This is an optimization exercise on Yosys and OpenROAD, whose aim is small area, a short achievable clock period and few clock cycles, not a production implementation. At most, simulation tests tie the RTL to the original design; equivalence was not proved. Power is estimated from default activity; no workload was simulated.

==> module weight_update, before the edit <==
module weight_update
(
   input  logic  clk,
   input  logic  reset,
   input  logic  cmd_valid,
   input  logic  cmd_init,
   output logic  cmd_ready,
   input  wu_pkg::word_t weight_in,
   input  logic  weight_valid,
   output logic  weight_ready,
   input  wu_pkg::word_t gradient_in,
   input  logic  gradient_valid,
   output logic  gradient_ready,
   output wu_pkg::word_t result_out,
   output logic  result_valid,
   input  logic  result_ready,
   input  wu_pkg::len_t  total_length,
   input  wu_pkg::node_t node_id,
   input  wu_pkg::node_t num_node,
   output wu_pkg::addr_t avs_address,
   output wu_pkg::word_t avs_writedata,
   output logic  avs_read,
   output logic  avs_write,
   input  wu_pkg::word_t avs_readdata,
   input  logic  avs_waitrequest,
   input  logic  avs_readdatavalid
);
   localparam int CNT_W = $clog2(wu_pkg::NSLOT + 1);
   localparam int HI_W  = wu_pkg::ADDR_W - wu_pkg::LG_SLICE_WORDS;
   typedef enum logic [1:0] {S_IDLE, S_INIT, S_WALK} state_t;
   state_t        state, state_n;
   logic          cmd_rdy_q;
   logic          init_done, init_done_n;
   logic          wrdy_q;          
   logic          grdy_q;          
   logic [CNT_W-1:0] rd_cnt;       
   wu_pkg::word_t upd_q;           
   logic          w_need, w_need_n;      
   logic          res_need, res_need_n;  
   logic          rd_act;
   wu_pkg::addr_t rd_addr;
   logic          rd_cross;
   wu_pkg::addr_t wr_addr;
   logic [HI_W-1:0] wr_prev_hi;
   logic [wu_pkg::LG_SLICE_WORDS-1:0] wr_lo;
   logic          wr_behind;
   wu_pkg::word_t head;
   logic          head_empty, head_empty_n;
   logic          buf_full, buf_full_n;
   wu_pkg::word_t grad;
   wu_pkg::word_t upd_word;
   logic bus_free, wr_acc, upd_free, load, w_take;
   logic wr_cand, rd_cand, issue_rd, issue_wr;
   logic walk_start, init_end, walk_end, cmd_acc;
   logic in_init, in_walk, take_last;
   assign in_init = (state == S_INIT);
   assign in_walk = (state == S_WALK);
   for (genvar i = 0; i < wu_pkg::LANES; i++) begin : g_lane
      logic [wu_pkg::LANE_W-1:0] gl;
      assign gl = grad[i*wu_pkg::LANE_W +: wu_pkg::LANE_W];
      fast_add #(.W(wu_pkg::LANE_W)) i_sub (
         .a   (head[i*wu_pkg::LANE_W +: wu_pkg::LANE_W]),
         .b   (~{{wu_pkg::LR_SHIFT{gl[wu_pkg::LANE_W-1]}}, gl[wu_pkg::LANE_W-1:wu_pkg::LR_SHIFT]}),
         .cin (1'b1),
         .sum (upd_word[i*wu_pkg::LANE_W +: wu_pkg::LANE_W]),
         .cout ()
      );
   end
   assign cmd_ready      = cmd_rdy_q;
   assign cmd_acc        = cmd_valid && cmd_rdy_q;
   assign weight_ready   = wrdy_q;
   assign gradient_ready = grdy_q;
   assign result_valid   = res_need;
   assign result_out     = upd_q;
   assign avs_writedata  = upd_q;
   assign bus_free = !(avs_read || avs_write) || !avs_waitrequest;
   assign wr_acc   = avs_write && !avs_waitrequest;
   assign upd_free = (!w_need || wr_acc) && (!res_need || result_ready);
   assign w_take = wrdy_q && weight_valid;
   assign grad = in_walk ? gradient_in : '0;
   assign load = in_init ? (!head_empty && upd_free) : (grdy_q && gradient_valid);
   assign wr_cand  = load || (w_need && !avs_write);
   assign rd_cand  = in_walk && rd_act && (rd_cnt < CNT_W'(wu_pkg::NSLOT));
   assign issue_wr = bus_free && wr_cand;
   assign issue_rd = bus_free && !wr_cand && rd_cand;
   assign init_end   = in_init && init_done && head_empty && (!w_need || wr_acc);
   assign walk_start = (cmd_acc && !cmd_init) || init_end;
   assign walk_end   = in_walk && !rd_act && (rd_cnt == '0) && upd_free;
   slice_walker i_walker (
      .clk (clk), .reset (reset),
      .start (walk_start || cmd_acc), .start_lin ((state == S_IDLE) && cmd_init), .lin (in_init),
      .step (in_init ? w_take : issue_rd),
      .node_id (node_id), .num_node (num_node), .total_length (total_length),
      .addr_valid (rd_act), .addr (rd_addr), .slice_done (rd_cross), .len_last (take_last)
   );
   assign wr_addr = {wr_behind ? wr_prev_hi : rd_addr[wu_pkg::ADDR_W-1:wu_pkg::LG_SLICE_WORDS], wr_lo};
   always_ff @(posedge clk) begin
      if (rd_cross) wr_prev_hi <= rd_addr[wu_pkg::ADDR_W-1:wu_pkg::LG_SLICE_WORDS];
      if (reset || walk_start || cmd_acc) begin
         wr_lo     <= '0;
         wr_behind <= 1'b0;
      end else begin
         if (issue_wr) wr_lo <= wr_lo + 1'b1;
         if (rd_cross != (issue_wr && (&wr_lo))) wr_behind <= rd_cross;
      end
   end
   sync_fifo #(.DW(wu_pkg::WORD_W), .DEPTH(wu_pkg::NSLOT)) i_buf (
      .clk (clk), .reset (reset),
      .wr_data (in_init ? weight_in : avs_readdata), .wr_en (in_init ? w_take : avs_readdatavalid),
      .rd_en (load), .rd_data (head), .empty (head_empty), .full (buf_full),
      .empty_n (head_empty_n), .full_n (buf_full_n)
   );
   always_comb begin
      state_n = state;
      case (state)
         S_IDLE:  if (cmd_acc) state_n = cmd_init ? S_INIT : S_WALK;
         S_INIT:  if (init_end) state_n = S_WALK;
         S_WALK:  if (walk_end) state_n = S_IDLE;
         default: state_n = S_IDLE;
      endcase
      w_need_n   = load ? 1'b1 : (w_need && !wr_acc);
      res_need_n = load ? in_walk : (res_need && !result_ready);
      init_done_n = cmd_acc ? 1'b0 : (init_done || (w_take && take_last));
   end
   always_ff @(posedge clk) begin
      if (load) upd_q <= upd_word;
      if (issue_rd) avs_address <= rd_addr;
      else if (issue_wr) avs_address <= wr_addr;
   end
   always_ff @(posedge clk) begin
      if (reset) begin
         state     <= S_IDLE;
         cmd_rdy_q <= 1'b0;
         init_done <= 1'b0;
         wrdy_q    <= 1'b0;
         grdy_q    <= 1'b0;
         rd_cnt    <= '0;
         w_need    <= 1'b0;
         res_need  <= 1'b0;
         avs_read  <= 1'b0;
         avs_write <= 1'b0;
      end else begin
         if (bus_free) begin
            avs_read  <= issue_rd;
            avs_write <= issue_wr;
         end
         rd_cnt    <= rd_cnt + CNT_W'(issue_rd) - CNT_W'(load && in_walk);
         state     <= state_n;
         w_need    <= w_need_n;
         res_need  <= res_need_n;
         init_done <= init_done_n;
         cmd_rdy_q <= (state_n == S_IDLE);
         wrdy_q    <= (state_n == S_INIT) && !init_done_n && !buf_full_n;
         grdy_q    <= (state_n == S_WALK) && !head_empty_n && !w_need_n && !res_need_n;
      end
   end
endmodule
clock: 6.0 ns
lec_check: 0
abc_clock_period_in_ps: 2500
cap_margin: 20
core_margin: 2
core_utilization: 40
cts_buf_list: sky130_fd_sc_hd__clkbuf_4 sky130_fd_sc_hd__clkbuf_8
cts_cluster_size: 30
setup_slack_margin: 3.5
slew_margin: 20
synth_hierarchical: 1
synth_minimum_keep_size: 0
standard.sh (not shown) runs the stock make flow with config.mk's settings and CLKGATE_MAP_FILE= SYNTH_SCRIPT=/design/flow/synth_recipe.tcl, a recipe that flattens the netlist after the stock synthesis.
==> flow/flow/run.sh <==
#!/bin/bash
# Standard layout, with the smallest buffer as the port buffer instead of
# the default delay buffer (the timing repairs upsize it where needed),
# and a clock tree without dummy loads.
set -euo pipefail
bash standard.sh \
  "BUFFER_PORTS_ARGS=-buffer_cell sky130_fd_sc_hd__buf_1" \
  "CTS_ARGS=-sink_clustering_enable -repair_clock_nets -sink_clustering_size 20 -sink_clustering_max_diameter 80 -buf_list {sky130_fd_sc_hd__clkbuf_8 sky130_fd_sc_hd__clkbuf_16} -dont_use_dummy_load" \
  finish > standard.log 2>&1
Then changed:
--- a/flow/design.v
+++ b/flow/design.v
@@ -299,7 +299,10 @@
    wu_pkg::word_t head;
    logic          head_empty, head_empty_n;
    logic          buf_full, buf_full_n;
-   wu_pkg::word_t grad;
+   localparam int GL_W = wu_pkg::LANE_W - wu_pkg::LR_SHIFT;
+   logic [wu_pkg::LANES*GL_W-1:0] gsh_q;    
+   logic          g_full, g_full_n;
+   logic          g_take;
    wu_pkg::word_t upd_word;
    logic bus_free, wr_acc, upd_free, load, w_take;
    logic wr_cand, rd_cand, issue_rd, issue_wr;
@@ -308,11 +311,11 @@
    assign in_init = (state == S_INIT);
    assign in_walk = (state == S_WALK);
    for (genvar i = 0; i < wu_pkg::LANES; i++) begin : g_lane
-      logic [wu_pkg::LANE_W-1:0] gl;
-      assign gl = grad[i*wu_pkg::LANE_W +: wu_pkg::LANE_W];
+      logic [GL_W-1:0] gl;
+      assign gl = gsh_q[i*GL_W +: GL_W];
       fast_add #(.W(wu_pkg::LANE_W)) i_sub (
          .a   (head[i*wu_pkg::LANE_W +: wu_pkg::LANE_W]),
-         .b   (~{{wu_pkg::LR_SHIFT{gl[wu_pkg::LANE_W-1]}}, gl[wu_pkg::LANE_W-1:wu_pkg::LR_SHIFT]}),
+         .b   (~{{wu_pkg::LR_SHIFT{gl[GL_W-1]}}, gl}),
          .cin (1'b1),
          .sum (upd_word[i*wu_pkg::LANE_W +: wu_pkg::LANE_W]),
          .cout ()
@@ -329,12 +332,12 @@
    assign wr_acc   = avs_write && !avs_waitrequest;
    assign upd_free = (!w_need || wr_acc) && (!res_need || result_ready);
    assign w_take = wrdy_q && weight_valid;
-   assign grad = in_walk ? gradient_in : '0;
-   assign load = in_init ? (!head_empty && upd_free) : (grdy_q && gradient_valid);
+   assign g_take = grdy_q && gradient_valid;
+   assign load   = !head_empty && upd_free && (in_init || (in_walk && g_full));
    assign wr_cand  = load || (w_need && !avs_write);
    assign rd_cand  = in_walk && rd_act && (rd_cnt < CNT_W'(wu_pkg::NSLOT));
-   assign issue_wr = bus_free && wr_cand;
-   assign issue_rd = bus_free && !wr_cand && rd_cand;
+   assign issue_rd = bus_free && rd_cand;
+   assign issue_wr = bus_free && !rd_cand && wr_cand;
    assign init_end   = in_init && init_done && head_empty && (!w_need || wr_acc);
    assign walk_start = (cmd_acc && !cmd_init) || init_end;
    assign walk_end   = in_walk && !rd_act && (rd_cnt == '0) && upd_free;
@@ -373,6 +376,14 @@
       w_need_n   = load ? 1'b1 : (w_need && !wr_acc);
       res_need_n = load ? in_walk : (res_need && !result_ready);
       init_done_n = cmd_acc ? 1'b0 : (init_done || (w_take && take_last));
+      g_full_n    = g_take || (g_full && !load);
+   end
+   always_ff @(posedge clk) begin
+      if (g_take || (state == S_IDLE)) begin
+         for (int i = 0; i < wu_pkg::LANES; i++) begin
+            gsh_q[i*GL_W +: GL_W] <= (state == S_IDLE) ? '0 : gradient_in[i*wu_pkg::LANE_W + wu_pkg::LR_SHIFT +: GL_W];
+         end
+      end
    end
    always_ff @(posedge clk) begin
       if (load) upd_q <= upd_word;
@@ -386,6 +397,7 @@
          init_done <= 1'b0;
          wrdy_q    <= 1'b0;
          grdy_q    <= 1'b0;
+         g_full    <= 1'b0;
          rd_cnt    <= '0;
          w_need    <= 1'b0;
          res_need  <= 1'b0;
@@ -403,7 +415,9 @@
          init_done <= init_done_n;
          cmd_rdy_q <= (state_n == S_IDLE);
          wrdy_q    <= (state_n == S_INIT) && !init_done_n && !buf_full_n;
-         grdy_q    <= (state_n == S_WALK) && !head_empty_n && !w_need_n && !res_need_n;
+         g_full    <= g_full_n;
+         grdy_q    <= (state_n == S_WALK) && !g_full_n &&
+                      ((rd_cnt + CNT_W'(issue_rd) - CNT_W'(load && in_walk)) != '0);
       end
    end
 endmodule
Result: The changed run passed the timing, design-rule and antenna checks; setup slack improved by 0.085 ns; cell area is higher by 2.1%; cell count is higher by 4.2%; total power went up by 7.7%; synthesized area rose by 9.9%; count of clock-buffer cells in the layout increases by 5; non-clock buffer count drops by 66; worst hold slack loses 0.015 ns; sequential share of layout area came out higher by 5.0 points; via count is higher by 3.8%; synthesized cell count came out higher by 6.2%; combinational power goes down by about 5%.
Testbench counts after the change, summed over its fixed seeds: cycles 20,526.
Only the layout flow was run in the first run of this note; the RTL was not checked for function there.

-- static timing again, ports no longer ideal --
No port has a modelled driver above. Below, the same layouts with a new extraction and two added sets of constraints. Step 1, drivers: a clkbuf_16 drives clk and a buf_2 each remaining input, both assumed. Step 2 adds t to the input delays and takes it off the output delays; t is the mean of the earliest and latest rising clock arrival at the registers after step 1. Input paths then give back, and output paths get back, about the clock's delay inside the block. Three values: ideal ports, drivers, drivers and shift; two values: the first two.
run	t, ns	setup WS [ns]	worst setup path at the end	clock arrival spread, ns
the first run	0.602	3.408 / 3.404 / 2.802	input to register	0.057 / 0.056
the second run	0.637	3.493 / 3.463 / 2.888	input to register	0.042 / 0.042
After both steps every run listed still meets setup and hold. The setup slack of the first run, which loses most, moves by -0.004 ns with the drivers and by -0.606 ns with both steps.
